This is an optimization exercise on Yosys and OpenROAD, whose aim is small area and a short achievable clock period, not a production implementation.
The RTL was checked by simulation tests, not by an equivalence proof against the original design.
Power and IR drop assume default switching activity.

red:
Design rename_map_ckpt, start of the top module:
module rename_map_ckpt
#(
  parameter  int unsigned NUM_AREG = rename_pkg::NUM_AREG_DEF,
  parameter  int unsigned NUM_PREG = rename_pkg::NUM_PREG_DEF,
  parameter  int unsigned RENAME_W = 2,
  parameter  int unsigned NUM_CKPT = rename_pkg::NUM_CKPT_DEF,
  localparam int unsigned PREG_W   = $clog2(NUM_PREG),
  localparam int unsigned CKPT_W   = (NUM_CKPT > 1) ? $clog2(NUM_CKPT) : 1,
  localparam int unsigned LANE_W   = (RENAME_W > 1) ? $clog2(RENAME_W) : 1
) (
  input  logic                             clk_i,
  input  logic                             reset_i,
  input  logic [RENAME_W-1:0]              ren_valid_i,
  input  rename_pkg::areg_t [RENAME_W-1:0]             ren_rd_i,
  input  logic [RENAME_W-1:0][PREG_W-1:0]  ren_pd_i,
  input  rename_pkg::areg_t [RENAME_W-1:0]             rs1_i,
  input  rename_pkg::areg_t [RENAME_W-1:0]             rs2_i,
  output logic [RENAME_W-1:0][PREG_W-1:0]  ps1_o,
  output logic [RENAME_W-1:0][PREG_W-1:0]  ps2_o,
  output logic [RENAME_W-1:0][PREG_W-1:0]  pd_old_o,
  input  logic                             ckpt_req_i,
  input  logic [LANE_W-1:0]                ckpt_lane_i,
  output logic [CKPT_W-1:0]                ckpt_id_o,
  output logic                             ckpt_full_o,
  input  logic                             res_valid_i,
  input  logic [CKPT_W-1:0]                res_id_i,
  input  logic                             res_mispredict_i
);
For scale: ~4100 cells after synthesis, roughly 1100 flip-flops, ~99 I/O pins.
export LEC_CHECK = 0
export CAP_MARGIN = 20
export CORE_MARGIN = 2
export CORE_UTILIZATION = 40
export CTS_BUF_LIST = sky130_fd_sc_hd__clkbuf_16
export CTS_CLUSTER_DIAMETER = 100
export CTS_CLUSTER_SIZE = 20
export PLACE_DENSITY = 0.5
export SETUP_SLACK_MARGIN = 1.2
export SLEW_MARGIN = 20
create_clock -name core_clock -period 5.5 [get_ports {clk_i}]
standard.sh (not shown) runs the stock make flow with config.mk's settings and CLKGATE_MAP_FILE= SYNTH_SCRIPT=/design/flow/synth_recipe.tcl, a recipe that flattens the netlist after the stock synthesis.
==> flow/flow/run.sh <==
#!/bin/bash
set -euo pipefail
W=$PWD
R=$W/orfs/results/${FLOW_PLATFORM}/rename_map_ckpt/base

bash standard.sh "$R/1_2_yosys.v" > "$W/std_synth.log" 2>&1
cp "$R/1_2_yosys.v" "$W/std_1_2_yosys.v"
cp "$R/1_2_yosys.sdc" "$W/std_1_2_yosys.sdc"
cp "$W/orfs/logs/${FLOW_PLATFORM}/rename_map_ckpt/base/1_2_yosys.log" "$W/std_1_2_yosys.log"

# 2. The same synthesis script with the ABC script swapped.
sed -e "s|^source \$::env(SCRIPTS_DIR)/synth_preamble.tcl|&\nset abc_args [lreplace \$abc_args 1 1 $W/flow/abc.script]|" \
  "$FLOW_HOME/scripts/synth.tcl" > "$W/own_synth.tcl"
sed -e "s|^source \$::env(SCRIPTS_DIR)/synth.tcl|source $W/own_synth.tcl|" \
  "$W/synth_recipe.tcl" > "$W/own_synth_recipe.tcl"
grep -q "own_synth.tcl" "$W/own_synth_recipe.tcl"
grep -q "flow/abc.script" "$W/own_synth.tcl"
rm -f "$R/1_2_yosys.v" "$R/1_2_yosys.sdc"
if bash standard.sh SYNTH_SCRIPT="$W/own_synth_recipe.tcl" "$R/1_2_yosys.v" > "$W/own_synth.log" 2>&1; then
  cp "$R/1_2_yosys.v" "$W/own_1_2_yosys.v"
else
  echo "own synthesis failed" > "$W/own_synth_failed.log"
fi

# 3. Keep the own netlist only if its registers are the standard ones.
regs() { grep -oE '^\s*sky130_fd_sc_hd__[a-z0-9_]*df[a-z0-9_]*\s+\S+' "$1" | sed -E 's/^\s+//; s/_[0-9]+\s/ /' | sort; }
if [[ -f "$W/own_1_2_yosys.v" ]] && [[ "$(regs "$W/std_1_2_yosys.v")" == "$(regs "$W/own_1_2_yosys.v")" ]]; then
  echo "own synthesis: registers match, using its netlist" > "$W/synth_choice.log"
else
  echo "own synthesis: not used, keeping the standard netlist" > "$W/synth_choice.log"
  cp "$W/std_1_2_yosys.v" "$R/1_2_yosys.v"
  cp "$W/std_1_2_yosys.log" "$W/orfs/logs/${FLOW_PLATFORM}/rename_map_ckpt/base/1_2_yosys.log"
fi
cp "$W/std_1_2_yosys.sdc" "$R/1_2_yosys.sdc"
touch "$R/1_2_yosys.v" "$R/1_2_yosys.sdc"

# 4. The rest of the standard layout flow.
bash standard.sh > "$W/std_flow.log" 2>&1
==> flow/flow/abc.script <==
&get -n
&st
&dch
&nf
&put
## Diff of input files: blue against red
- CTS_CLUSTER_DIAMETER no longer set, was 100
- CTS_BUF_LIST now sky130_fd_sc_hd__clkbuf_8, was sky130_fd_sc_hd__clkbuf_16
- blue: delay contributed by the slowest stage of the critical path 0.15 ns below red
- For register area, blue and red come out practically identical.
- STATUS internal portion of total power: blue loses against red
- Across both runs, worst hold slack was lower for blue than for red.
- Combinational share of power in blue is 1.6 points lower than in red
- Relative to red, endpoint arrival time on the critical path has increased by 0.03 ns in blue.
- pd_old_o[10] as the capturing instance or port of the critical path was reported by red, and pd_old_o[7] by blue.
- Summary of blue over red: worst setup slack went down by 0.022 ns, highest clock rate went down by 1.1 MHz, number of standard cells in the layout, taps in and fillers out went up by 239, overall routed net length went up by about 1%.
diff inputs: blue => green
- CTS_BUF_LIST now sky130_fd_sc_hd__clkbuf_16, was sky130_fd_sc_hd__clkbuf_8
- CTS_CLUSTER_DIAMETER now 100, previously not set
- SETUP_SLACK_MARGIN now 1.4, was 1.2
green reports a lower share of total power in the clock network than blue does. The count of non-filler cells in the finished layout of green falls short of that of blue by 113. Taking blue as the reference point, the synthesis-to-finish area growth of green falls by 0.33 points. green vs blue on routed wire length: green is the lower one. Compared with blue, green is the less power-hungry design. Summary of the comparison: final setup slack of the worst path is lower in green, relative to blue. Power density of the placed cells sits lower in green than in blue. On storage element area, blue and green are basically level. Diff green..blue | final cell utilization of the core | negligible. In green the worst supply voltage drop on vdd turned out about 7% lower than in blue. green ran to completion and came out clean on the timing, design-rule and antenna checks.
Modified inputs, orange compared to green
- clearing CTS_CLUSTER_SIZE, which used to be 20
- swapping 1.4 for 2.0 in SETUP_SLACK_MARGIN
- clearing CTS_CLUSTER_DIAMETER, which used to be 100
- clearing CTS_BUF_LIST, which used to be sky130_fd_sc_hd__clkbuf_16
## What came out
NOTE: post-CTS setup buffer count in orange exceeds that of green. Re count of inserted antenna diode cells: green was higher than orange. As far as count of hold buffers inserted by post-cts repair goes, orange and green are indistinguishable; the numbers are identical. Higher sequential share of power was reported by green, not orange. Lower share of the core filled with cells in the final layout was reported by green, not orange. Taking green as the reference point, the number of iterations in the first detailed-routing pass of orange rises by 2. Summary — sequential share of layout area, orange relative to green: lower, by 1.5 points. green → orange: stage delay of the slowest cell on the critical path lower, portion of total power attributed to the clock network has increased. Compared with green, orange shows detailed route wirelength on metal2 that has gone up by a few percent.

## separate check: timing with driven ports
The flow's constraints put no driver on any port. The routed layouts listed below were extracted and timed again, unchanged, in two steps. Step 1 (the two cells are an assumption about what drives the block):
set clk [get_ports {clk_i}]
set_driving_cell -lib_cell sky130_fd_sc_hd__clkbuf_16 $clk
set_driving_cell -lib_cell sky130_fd_sc_hd__buf_2 [delete_from_list [all_inputs] $clk]
Step 2 also shifts input and output timing later by t, the mid clock arrival at the registers, as if the neighbouring blocks saw the same clock. Slacks: ideal / step 1 / step 2; pairs: ideal / step 1.
run	t (ns)	slack for setup (ns)	worst setup path after step 2
red	0.790	1.037 / 0.994 / 0.842	input to register
blue	0.990	1.015 / 0.982 / 0.831	input to register
green	0.752	0.977 / 0.867 / 0.867	input to output
orange	0.847	0.922 / 0.881 / 0.881	input to output
After both steps every run listed still meets setup and hold. The setup slack of red, which loses most, moves by -0.043 ns with the drivers and by -0.195 ns with both steps.
